Context: an optimization exercise on an open-source flow, tuned for small area. The choices shown serve that exercise and are no tape-out recipe. Only simulation tests tie the RTL to the original design; equivalence was not proved. Power is estimated from default activity; no workload was simulated. The clock port is modelled as an ideal driver; clocking choices that lean on that would not hold on a real chip.

the baseline:
==> flow/design.v <==
module moving_average_mc #(
  parameter int DATA_WIDTH      = 16,
  parameter int CHANNELS        = 4,
  parameter int MAX_WINDOW_LOG2 = 5,
  localparam int CW = (CHANNELS > 1) ? $clog2(CHANNELS) : 1,
  localparam int WW = $clog2(MAX_WINDOW_LOG2 + 1)
) (
  input  logic                  clk,
  input  logic                  reset,
  input  logic [DATA_WIDTH-1:0] input_data,
  input  logic [CW-1:0]         input_channel,
  input  logic                  enable,
  input  logic [WW-1:0]         window,
  output logic [DATA_WIDTH-1:0] output_data,
  output logic [CW-1:0]         output_channel,
  output logic                  output_data_valid,
  output logic                  output_primed
);
  localparam int L  = MAX_WINDOW_LOG2;
  localparam int MW = 1 << L;
  localparam int AW = DATA_WIDTH + L;
  localparam int FW = L + 1;
  logic [WW-1:0]                win_c, cur_win;
  logic                         clear;
  logic [FW-1:0]                fill [CHANNELS];
  logic signed [AW-1:0]         acc  [CHANNELS];
  logic [DATA_WIDTH-1:0]        sr   [CHANNELS][MW];
  logic [FW-1:0]                eff_fill, new_fill;
  logic                         full;
  logic signed [DATA_WIDTH-1:0] x_old;
  logic signed [AW-1:0]         base, acc_new;
  logic                         primed;
  logic                         v1, v2;
  logic [WW-1:0]                s1_win;
  logic [DATA_WIDTH-1:0]        s2_data;
  logic [CW-1:0]                s1_ch, s2_ch;
  logic                         s1_primed, s2_primed;
  always_comb begin
    win_c    = (window > WW'(L)) ? WW'(L) : window;
    clear    = (win_c != cur_win);
    eff_fill = fill[input_channel];
    full     = eff_fill[win_c];
    x_old    = '0;
    for (int c = 0; c < CHANNELS; c++)
      for (int k = 1; k <= L; k++)
        if (input_channel == CW'(c) && win_c == WW'(k) && full)
          x_old = x_old | sr[c][(1 << k) - 1];
    base     = (eff_fill == '0) ? '0 : acc[input_channel];
    acc_new  = {{L{input_data[DATA_WIDTH-1]}}, input_data};
    if (!clear && win_c != '0) acc_new = acc_new + base - {{L{x_old[DATA_WIDTH-1]}}, x_old};
    new_fill = clear ? FW'(1) : full ? eff_fill : eff_fill + FW'(1);
    primed   = new_fill[win_c];
  end
  always_ff @(posedge clk) begin
    for (int c = 0; c < CHANNELS; c++) begin
      if (enable && input_channel == CW'(c)) begin
        sr[c][0] <= input_data;
        for (int i = 1; i < MW; i++) sr[c][i] <= sr[c][i-1];
        acc[c] <= acc_new;
      end
    end
  end
  always_ff @(posedge clk or posedge reset) begin
    if (reset) begin
      cur_win <= '0;
      for (int c = 0; c < CHANNELS; c++) fill[c] <= '0;
    end else begin
      cur_win <= win_c;
      if (clear) begin
        for (int c = 0; c < CHANNELS; c++) fill[c] <= '0;
      end
      if (enable) fill[input_channel] <= new_fill;
    end
  end
  always_ff @(posedge clk) begin
    s1_win    <= win_c;
    s1_ch     <= input_channel;
    s1_primed <= primed;
    s2_data   <= DATA_WIDTH'(acc[s1_ch] >>> s1_win);
    s2_ch     <= s1_ch;
    s2_primed <= s1_primed;
  end
  always_ff @(posedge clk or posedge reset) begin
    if (reset) begin
      v1                <= 1'b0;
      v2                <= 1'b0;
      output_data_valid <= 1'b0;
      output_data       <= '0;
      output_channel    <= '0;
      output_primed     <= 1'b0;
    end else begin
      v1                <= enable;
      v2                <= v1;
      output_data_valid <= v2;
      if (v2) begin
        output_data    <= s2_data;
        output_channel <= s2_ch;
        output_primed  <= s2_primed;
      end
    end
  end
endmodule
export LEC_CHECK = 0
export CAP_MARGIN = 20
export CORE_MARGIN = 2
export CORE_UTILIZATION = 40
export SLEW_MARGIN = 20
create_clock -name core_clock -period 8.0 [get_ports {clk}]
standard.sh (not shown) runs the stock make flow with config.mk's settings and CLKGATE_MAP_FILE= SYNTH_SCRIPT=/design/flow/synth_recipe.tcl, a recipe that flattens the netlist after the stock synthesis.
==> flow/flow/run.sh <==
#!/bin/bash
# The standard layout, with the smallest buffer on the ports and clock tree synthesis told not
# to add dummy loads for balancing.
set -euo pipefail
cd "$(dirname "$0")/.."
export BUFFER_PORTS_ARGS="-buffer_cell sky130_fd_sc_hd__buf_1"
export CTS_ARGS="-sink_clustering_enable -repair_clock_nets -sink_clustering_size 30 -sink_clustering_max_diameter 100 -buf_list sky130_fd_sc_hd__clkbuf_16 -dont_use_dummy_load"
bash standard.sh finish > standard.log 2>&1
[inputs] the candidate vs the baseline
--- a/flow/design.v
+++ b/flow/design.v
@@ -29,10 +29,11 @@
   logic                         full;
   logic signed [DATA_WIDTH-1:0] x_old;
   logic signed [AW-1:0]         base, acc_new;
   logic                         primed;
   logic                         v1, v2;
+  logic signed [AW-1:0]         s1_sum;
   logic [WW-1:0]                s1_win;
   logic [DATA_WIDTH-1:0]        s2_data;
   logic [CW-1:0]                s1_ch, s2_ch;
   logic                         s1_primed, s2_primed;
   always_comb begin
@@ -71,14 +72,15 @@
       end
       if (enable) fill[input_channel] <= new_fill;
     end
   end
   always_ff @(posedge clk) begin
+    s1_sum    <= acc_new;
     s1_win    <= win_c;
     s1_ch     <= input_channel;
     s1_primed <= primed;
-    s2_data   <= DATA_WIDTH'(acc[s1_ch] >>> s1_win);
+    s2_data   <= DATA_WIDTH'(s1_sum >>> s1_win);
     s2_ch     <= s1_ch;
     s2_primed <= s1_primed;
   end
   always_ff @(posedge clk or posedge reset) begin
     if (reset) begin
[summary]
- In the candidate, the worst stage delay on the critical path came out 0.15 ns below the value in the baseline.
- Taking the baseline as the reference, in the candidate highest net fanout along the worst path has decreased; number of detailed-routing iterations run before antenna repair rose by 1.
- Summary: with the baseline as the reference, number of ordinary and repair buffers in the finished layout in the candidate moved up by more than 10%.
- Max critical path data required time across the baseline and the candidate: the baseline
- Any difference in relative area of clock buffers and inverters in the final design between the baseline and the candidate is small enough to ignore.

// moving_average_mc: RTL as listed in full above, without the edits since
Settings: LEC_CHECK=0, CAP_MARGIN=20, CORE_MARGIN=2, CORE_UTILIZATION=50, SLEW_MARGIN=20; clock period 8.0 ns.
Scripts as last shown in full above: flow/flow/run.sh
Next try:
--- a/flow/design.v
+++ b/flow/design.v
@@ -30,8 +30,9 @@
   logic signed [DATA_WIDTH-1:0] x_old;
   logic signed [AW-1:0]         base, acc_new;
   logic                         primed;
   logic                         v1, v2;
+  logic signed [AW-1:0]         s1_sum;
   logic [WW-1:0]                s1_win;
   logic [DATA_WIDTH-1:0]        s2_data;
   logic [CW-1:0]                s1_ch, s2_ch;
   logic                         s1_primed, s2_primed;
@@ -72,12 +73,13 @@
       if (enable) fill[input_channel] <= new_fill;
     end
   end
   always_ff @(posedge clk) begin
+    s1_sum    <= acc_new;
     s1_win    <= win_c;
     s1_ch     <= input_channel;
     s1_primed <= primed;
-    s2_data   <= DATA_WIDTH'(acc[s1_ch] >>> s1_win);
+    s2_data   <= DATA_WIDTH'(s1_sum >>> s1_win);
     s2_ch     <= s1_ch;
     s2_primed <= s1_primed;
   end
   always_ff @(posedge clk or posedge reset) begin
The changed run completed with no timing, DRC or antenna violations.
Routed wire length went up by 5.7%.
Setup slack gets worse by 0.081 ns.
Total power went up by 1.3%.
Critical path depth stays the same.
Maximum frequency went down by 1.2%.
Register-to-register slack gets better by 0.13 ns.
Non-clock buffer count does not change.
Design area went up by 0.57%.
Combinational power went up by 5.5%.
First-iteration DRC count went down by 5.0%.
Synthesized area went up by 0.51%.
Core utilization went up by 0.18 points.

-- re-timing with driven ports --
In the flow no input, the clock included, has a driving cell. The finished layouts below were timed again as built, in two steps.
Step 1 assumes that a clkbuf_16 drives the clock port and a buf_2 every other input.
Step 2 adds t to the input delays and takes it off the output delays; t is the mean of the earliest and latest rising clock arrival at the registers after step 1. Input paths then give back, and output paths get back, about the clock's delay inside the block.
Three values: no drivers, after step 1, after step 2; two values: the first two.
| run | t, ns | setup WS [ns] | hold slack, ns | clock arrival spread, ns |
|---|---|---|---|---|
| the baseline | 0.772 | 0.862 / 0.910 / 0.137 | 0.349 / 0.349 / 0.349 | 0.087 / 0.087 |
| the candidate | 0.796 | 1.186 / 1.141 / 0.344 | 0.337 / 0.337 / 0.337 | 0.083 / 0.083 |
| the first run of note 2 | 0.782 | 1.107 / 1.156 / 0.374 | 0.347 / 0.347 / 0.347 | 0.066 / 0.066 |
| the second run of note 2 | 0.758 | 1.026 / 1.072 / 0.314 | 0.337 / 0.337 / 0.337 | 0.073 / 0.073 |
After both steps every run listed still meets setup and hold. For the candidate, which loses most, drivers alone change the setup slack by -0.045 ns; drivers and shift together by -0.842 ns.
